Source: an optimization exercise on an open RTL-to-GDS flow (aim: small area, a short achievable clock period and few clock cycles). Production flows keep margins and buffers that such runs may drop. In this exercise RTL edits were held to simulation tests only and were not proved equivalent to the original. Power and IR drop assume default switching activity.

red:
==> flow/design.v (excerpt) <==
module sha2_blk_unpack #(
  parameter int reg_w   = sha2_pkg::REG_W,
  parameter int reg_cnt = sha2_pkg::REG_CNT,
  parameter int dec_w   = sha2_pkg::DEC_W
) (
  input  logic                     clk,
  input  logic                     rst,
  input  logic [reg_cnt*reg_w-1:0] blk,
  input  logic                     blk_vld,
  input  logic                     blk_last,
  output logic                     blk_rdy,
  output logic [reg_w-1:0]         pkt,
  output logic                     pkt_vld,
  input  logic                     pkt_rdy,
  output logic [dec_w-1:0]         idx,
  output logic                     msg_done,
  output logic                     len_err
);
Settings: LEC_CHECK=0, CAP_MARGIN=20, CORE_MARGIN=2, CORE_UTILIZATION=50, PLACE_DENSITY=0.65, SETUP_SLACK_MARGIN=3.1, SLEW_MARGIN=20; clock period 6.0 ns.
standard.sh (not shown) runs the stock make flow with config.mk's settings and CLKGATE_MAP_FILE= SYNTH_SCRIPT=/design/flow/synth_recipe.tcl, a recipe that flattens the netlist after the stock synthesis.
==> flow/flow/run.sh <==
#!/bin/bash
# The standard layout, with the port buffers made of the smallest buffer cell instead of
# the flow's default delay buffer, and a clock tree of smaller buffers without dummy loads.
# Each tool's output goes to its own log in the work folder.
set -euo pipefail
export BUFFER_PORTS_ARGS="-buffer_cell sky130_fd_sc_hd__buf_1"
export CTS_ARGS="-sink_clustering_enable -repair_clock_nets -dont_use_dummy_load -buf_list {sky130_fd_sc_hd__clkbuf_4 sky130_fd_sc_hd__clkbuf_8} -sink_clustering_size 16 -sink_clustering_max_diameter 60"
bash standard.sh finish > standard_make.log 2>&1
red ran to completion and came out clean on the timing, design-rule and antenna checks.
Testbench counts of red, summed over its fixed seeds: cycles 5,527.
The following lists how blue was set up differently from red:
- SETUP_SLACK_MARGIN changed from 3.1 to 3.5
==> flow/flow/run.sh <==
#!/bin/bash
# The standard layout with three changes to how it is made:
#  - the port buffers are the smallest buffer cell instead of the flow's default delay buffer;
#  - the clock tree uses smaller buffers in larger clusters, without dummy loads;
#  - the pins of the one input-to-output path (rst, pkt_rdy -> blk_rdy) are placed side by side.
# Each tool's output goes to its own log in the work folder.
set -euo pipefail
export BUFFER_PORTS_ARGS="-buffer_cell sky130_fd_sc_hd__buf_1"
export CTS_ARGS="-sink_clustering_enable -repair_clock_nets -dont_use_dummy_load -buf_list {sky130_fd_sc_hd__clkbuf_4 sky130_fd_sc_hd__clkbuf_8} -sink_clustering_size 16 -sink_clustering_max_diameter 60"
export PRE_IO_PLACEMENT_TCL="$(pwd)/flow/io_pins.tcl"
bash standard.sh finish > standard_make.log 2>&1
==> flow/flow/io_pins.tcl (new file) <==
# Keep the pins of the combinational path rst/pkt_rdy -> blk_rdy next to each other.
set_io_pin_constraint -group -order -pin_names {pkt_rdy rst blk_rdy}
==> notes.md <==
The final clock period utilization by the worst path of blue falls short of that of red by 3.7 points. red and blue ended up with roughly the same clock power. Delta (blue minus red): global routing usage summed across all routing layers now sits lower; part of the power in the clock network now sits lower; switching power total now sits higher. blue vs. red: setup slack after layout rose 0.22 ns, global-route met3 utilization held steady. Comparing red with blue, the sum of internal, switching and leakage power came out essentially unchanged. Per the final summary, blue finished and its layout is clean on timing, DRC and antenna. Critical path startpoint: blk[176] -> red, blk[5] -> blue. Of blue and red, the run reporting the higher synthesis-to-layout area growth was blue.
Relative to blue, the following input files were edited for green:
- SETUP_SLACK_MARGIN now 3.2, was 3.5
### Flow results
The total power divided by cell area in green was higher than what blue gave. From blue to green, number of well taps did not move at all. Status: met2 routed wirelength parity (green, blue). Clock latency reported for the late side of the worst-skew pair delta for green relative to blue: 0.03 ns lower. Part of the total power dissipated in the clock network came out higher on green than on blue. Summary of green over blue: number of instances in the placed design shows no meaningful change; final cell count shows no meaningful change; hold slack shows a reduction of 0.021 ns. Compared green against blue; switching share of power within noise.
> inputs changed (green -> orange)
- SETUP_SLACK_MARGIN changed from 3.2 to 3.3
Findings:
- Changes observed in orange relative to green: worst hold slack across all endpoints rose 0.0098 ns, global-route total usage across every layer rose 0.24 points.
- Number of tap cells added at floorplan delta (green -> orange): insignificant
- Diff green -> orange: area of all placed cells without fillers picked up an extra about 0.9%, area growth from synthesis to layout now sits higher, total count of hold-check failures in the final report saw little to no change, cell count stayed essentially flat.
- The lower total length of routed met2 wires came out of green.
- Power share of the combinational group across orange and green: no real change.
- The routed length on met1 of orange is higher than that of green.
What purple does differently from orange at the input level:
- PLACE_DENSITY changed from 0.65 to 0.72
- CORE_UTILIZATION changed from 50 to 58
## What came out
Relative to orange, initial antenna violation count decreased by 2 in purple. purple: post-cts resize count 24 above orange. [purple] sequential share of layout area rose 0.30 points relative to orange.

========
== JK ==
The RTL this note starts from:
==> flow/design.v <==
package sha2_pkg;
  localparam int REG_W   = 64;
  localparam int REG_CNT = 8;
  localparam int DEC_W   = 3;
  localparam int BLK_W   = REG_W * REG_CNT;
  localparam logic [63:0] SHA2_PAD_WORD = 64'h8000_0000_0000_0000;
  typedef enum logic [1:0] {
    IDLE = 2'd0,
    CHK  = 2'd1,
    SEND = 2'd2
  } state_t;
endpackage
module sha2_pad_chk #(
  parameter int reg_w   = sha2_pkg::REG_W,
  parameter int reg_cnt = sha2_pkg::REG_CNT,
  parameter int dec_w   = sha2_pkg::DEC_W
) (
  input  logic [reg_cnt*reg_w-1:0]  blk,
  input  logic [reg_w-dec_w-7:0]    bcnt,
  output logic                      ok,
  output logic [dec_w-1:0]          p
);
  localparam int LW = $clog2(reg_w);
  localparam int NW = reg_cnt - 1;
  logic [reg_w-1:0] len;
  logic [NW-1:0]    z, t;       
  logic             pad_ok;
  always_comb begin
    len = blk[(reg_cnt-1)*reg_w +: reg_w];
    p   = len[LW +: dec_w];
    for (int i = 0; i < NW; i++) begin
      z[i] = (blk[i*reg_w +: reg_w-1] == '0);
      t[i] = blk[i*reg_w + reg_w-1];
    end
    pad_ok = (p != dec_w'(NW));
    for (int i = 0; i < NW; i++)
      if (!(p > dec_w'(i)) && !(z[i] && (t[i] == (p == dec_w'(i))))) pad_ok = 1'b0;
    ok = pad_ok && (len[LW-1:0] == '0) && (len[reg_w-1:LW+dec_w] == bcnt);
  end
endmodule
module sha2_blk_unpack #(
  parameter int reg_w   = sha2_pkg::REG_W,
  parameter int reg_cnt = sha2_pkg::REG_CNT,
  parameter int dec_w   = sha2_pkg::DEC_W
) (
  input  logic                     clk,
  input  logic                     rst,
  input  logic [reg_cnt*reg_w-1:0] blk,
  input  logic                     blk_vld,
  input  logic                     blk_last,
  output logic                     blk_rdy,
  output logic [reg_w-1:0]         pkt,
  output logic                     pkt_vld,
  input  logic                     pkt_rdy,
  output logic [dec_w-1:0]         idx,
  output logic                     msg_done,
  output logic                     len_err
);
  localparam int CW = reg_w - dec_w - 6;    
  logic [(reg_cnt-1)*reg_w-1:0] buf_q;      
  logic                         ld, ld_n;   
  logic                         ld_d;
  logic [dec_w-1:0]             lst;        
  logic                         fin;        
  logic [CW-1:0]                bcnt;       
  logic [CW-1:0]                bc_t;       
  logic                         pend, pend_err;
  logic                         ra_q, rb_q, rb_ok;    
  logic                         chk_ok;
  logic [dec_w-1:0]             chk_p;
  logic                         take, acc, imm, ra, rb;
  sha2_pad_chk #(.reg_w(reg_w), .reg_cnt(reg_cnt), .dec_w(dec_w)) u_chk (
    .blk  (blk),
    .bcnt (bcnt),
    .ok   (chk_ok),
    .p    (chk_p)
  );
  assign blk_rdy = !rst && pkt_rdy && ld;
  assign acc     = blk_vld && blk_rdy;
  assign take    = pkt_vld && pkt_rdy;
  assign imm     = blk_last && !(chk_ok && chk_p != '0);    
  assign ra      = take && ld && fin;                       
  assign rb      = acc && imm;                              
  logic [reg_cnt-1:1] nx, nx_d;              
  always_ff @(posedge clk) nx <= nx_d;
  always_comb begin
    bc_t[0] = 1'b1;
    for (int i = 1; i < CW; i++) bc_t[i] = bc_t[i-1] & bcnt[i-1];
  end
  logic [reg_w-1:0] pkt_d;
  logic             s_hold, s_blk;
  logic [reg_cnt-1:1] s_buf;
  always_comb begin
    s_hold = !pkt_rdy;
    s_blk  = pkt_rdy && ld;
    for (int k = 1; k < reg_cnt; k++) s_buf[k] = pkt_rdy && nx[k];
    pkt_d = ({reg_w{s_hold}} & pkt) | ({reg_w{s_blk}} & blk[0 +: reg_w]);
    for (int k = 1; k < reg_cnt; k++)
      pkt_d = pkt_d | ({reg_w{s_buf[k]}} & buf_q[(k-1)*reg_w +: reg_w]);
  end
  always_comb begin
    if (rst) ld_d = 1'b1;
    else if (acc) ld_d = blk_last && chk_p <= dec_w'(1);    
    else if (take && !ld) ld_d = idx == lst - dec_w'(1);
    else ld_d = ld || !pkt_vld;
  end
  logic [dec_w-1:0] idx_d;
  always_comb begin
    idx_d = idx;
    if (acc) idx_d = '0;
    else if (take && !ld) idx_d = idx + 1'b1;
    for (int k = 1; k < reg_cnt; k++) nx_d[k] = !ld_d && idx_d == dec_w'(k-1);
  end
  always_ff @(posedge clk) begin
    pkt <= pkt_d;
    for (int k = 1; k < reg_cnt; k++)
      buf_q[(k-1)*reg_w +: reg_w] <= (({reg_w{ld}} & blk[k*reg_w +: reg_w]) |
                                      ({reg_w{ld_n}} & buf_q[(k-1)*reg_w +: reg_w]));
    ld   <= ld_d;
    ld_n <= !ld_d;
    if (acc) begin
      idx <= '0;
      lst <= blk_last ? chk_p - dec_w'(1) : dec_w'(reg_cnt-1);
      fin <= blk_last;
    end else if (take && !ld) begin
      idx <= idx + 1'b1;
    end
    if (rst) begin
      pkt_vld  <= 1'b0;
      msg_done <= 1'b0;
      len_err  <= 1'b0;
      pend     <= 1'b0;
      pend_err <= 1'b0;
      ra_q     <= 1'b0;
      rb_q     <= 1'b0;
      rb_ok    <= 1'b0;
      bcnt     <= '0;
    end else begin
      if (acc) pkt_vld <= !imm;
      else if (take && ld) pkt_vld <= 1'b0;
      bcnt <= (acc && blk_last) ? '0 : bcnt ^ (bc_t & {CW{acc}});
      ra_q     <= ra;
      rb_q     <= rb;
      rb_ok    <= chk_ok;
      msg_done <= pend ? !pend_err : (ra_q || (rb_q && rb_ok));
      len_err  <= pend ? pend_err  : (!ra_q && rb_q && !rb_ok);
      pend     <= rb_q && (pend || ra_q);
      pend_err <= !rb_ok;
    end
  end
endmodule
Settings: LEC_CHECK=0, CAP_MARGIN=20, CORE_MARGIN=2, CORE_UTILIZATION=50, PLACE_DENSITY=0.65, SETUP_SLACK_MARGIN=3.35, SLEW_MARGIN=20; clock period 6.0 ns.
==> flow/flow/run.sh <==
#!/bin/bash
# The standard layout, with the port buffers made of the smallest buffer cell instead of
# the flow's default delay buffer, and a clock tree of smaller buffers without dummy loads.
# Each tool's output goes to its own log in the work folder.
set -euo pipefail
export BUFFER_PORTS_ARGS="-buffer_cell sky130_fd_sc_hd__buf_1"
export CTS_ARGS="-sink_clustering_enable -repair_clock_nets -dont_use_dummy_load -buf_list {sky130_fd_sc_hd__clkbuf_4 sky130_fd_sc_hd__clkbuf_8} -sink_clustering_size 16 -sink_clustering_max_diameter 60"
bash standard.sh finish > standard_make.log 2>&1
JK: PASS, flow complete, no timing, DRC or antenna violations
Testbench counts of JK, summed over its fixed seeds: cycles 5,527.
Setup changes, JK to MS
# JK
export LEC_CHECK = 0
export CAP_MARGIN = 20
export CORE_MARGIN = 2
export CORE_UTILIZATION = 50
export PLACE_DENSITY = 0.65
export SETUP_SLACK_MARGIN = 3.35
export SLEW_MARGIN = 20
create_clock -name core_clock -period 6.0 [get_ports {clk}]
# MS
export LEC_CHECK = 0
export CAP_MARGIN = 20
export CORE_MARGIN = 2
export CORE_UTILIZATION = 50
export PLACE_DENSITY = 0.65
export SETUP_SLACK_MARGIN = 3.3
export SLEW_MARGIN = 20
create_clock -name core_clock -period 6.0 [get_ports {clk}]
==> flow/flow/run.sh <==
#!/bin/bash
# The standard layout with three changes to how it is made:
#  - the port buffers are the smallest buffer cell instead of the flow's default delay buffer;
#  - the clock tree uses smaller buffers in larger clusters, without dummy loads;
#  - the pins of the one input-to-output path (rst, pkt_rdy -> blk_rdy) are placed side by side.
# Each tool's output goes to its own log in the work folder.
set -euo pipefail
export BUFFER_PORTS_ARGS="-buffer_cell sky130_fd_sc_hd__buf_1"
export CTS_ARGS="-sink_clustering_enable -repair_clock_nets -dont_use_dummy_load -buf_list {sky130_fd_sc_hd__clkbuf_4 sky130_fd_sc_hd__clkbuf_8} -sink_clustering_size 16 -sink_clustering_max_diameter 100"
export PRE_IO_PLACEMENT_TCL="$(pwd)/flow/io_pins.tcl"
bash standard.sh finish > standard_make.log 2>&1
==> flow/flow/io_pins.tcl (new file) <==
# Keep the pins of the combinational path rst/pkt_rdy -> blk_rdy next to each other.
set_io_pin_constraint -group -order -pin_names {pkt_rdy rst blk_rdy}
Notes after the runs:
There was hardly any difference in source-to-sink clock delay at the later pin of the worst-skew pair between JK and MS.
MS leaves more setup margin than JK.
Compared with JK, MS ends up with less cell area.

static timing again, ports no longer ideal:
In the flow no input, the clock included, has a driving cell. The finished layouts below were timed again as built, in two steps. Step 1 (the two cells are an assumption about what drives the block):
set clk [get_ports {clk}]
set_driving_cell -lib_cell sky130_fd_sc_hd__clkbuf_16 $clk
set_driving_cell -lib_cell sky130_fd_sc_hd__buf_2 [delete_from_list [all_inputs] $clk]
Step 2 adds t to the input delays and takes it off the output delays; t is the mean of the earliest and latest rising clock arrival at the registers after step 1. Input paths then give back, and output paths get back, about the clock's delay inside the block. Three values: ideal, step 1, step 2; two values: the first two.
run | t, ns | setup slack, ns | hold WS [ns] | worst setup path after step 2 | latest minus earliest clock arrival (ns)
red | 0.707 | 2.898 / 2.921 / 2.215 | 0.457 / 0.457 / 0.457 | input to register | 0.056 / 0.055
blue | 0.716 | 3.120 / 3.153 / 2.437 | 0.480 / 0.480 / 0.480 | input to register | 0.046 / 0.046
green | 0.691 | 2.947 / 2.968 / 2.278 | 0.459 / 0.459 / 0.459 | input to register | 0.097 / 0.097
orange | 0.705 | 3.167 / 3.178 / 2.502 | 0.468 / 0.468 / 0.468 | input to register | 0.057 / 0.056
purple | 0.710 | 3.110 / 3.135 / 2.437 | 0.478 / 0.478 / 0.478 | input to register | 0.049 / 0.048
JK | 0.706 | 3.049 / 3.087 / 2.381 | 0.476 / 0.476 / 0.476 | input to register | 0.056 / 0.056
MS | 0.702 | 3.171 / 3.196 / 2.505 | 0.451 / 0.451 / 0.451 | input to register | 0.071 / 0.071
After both steps setup and hold are still met in every run listed.
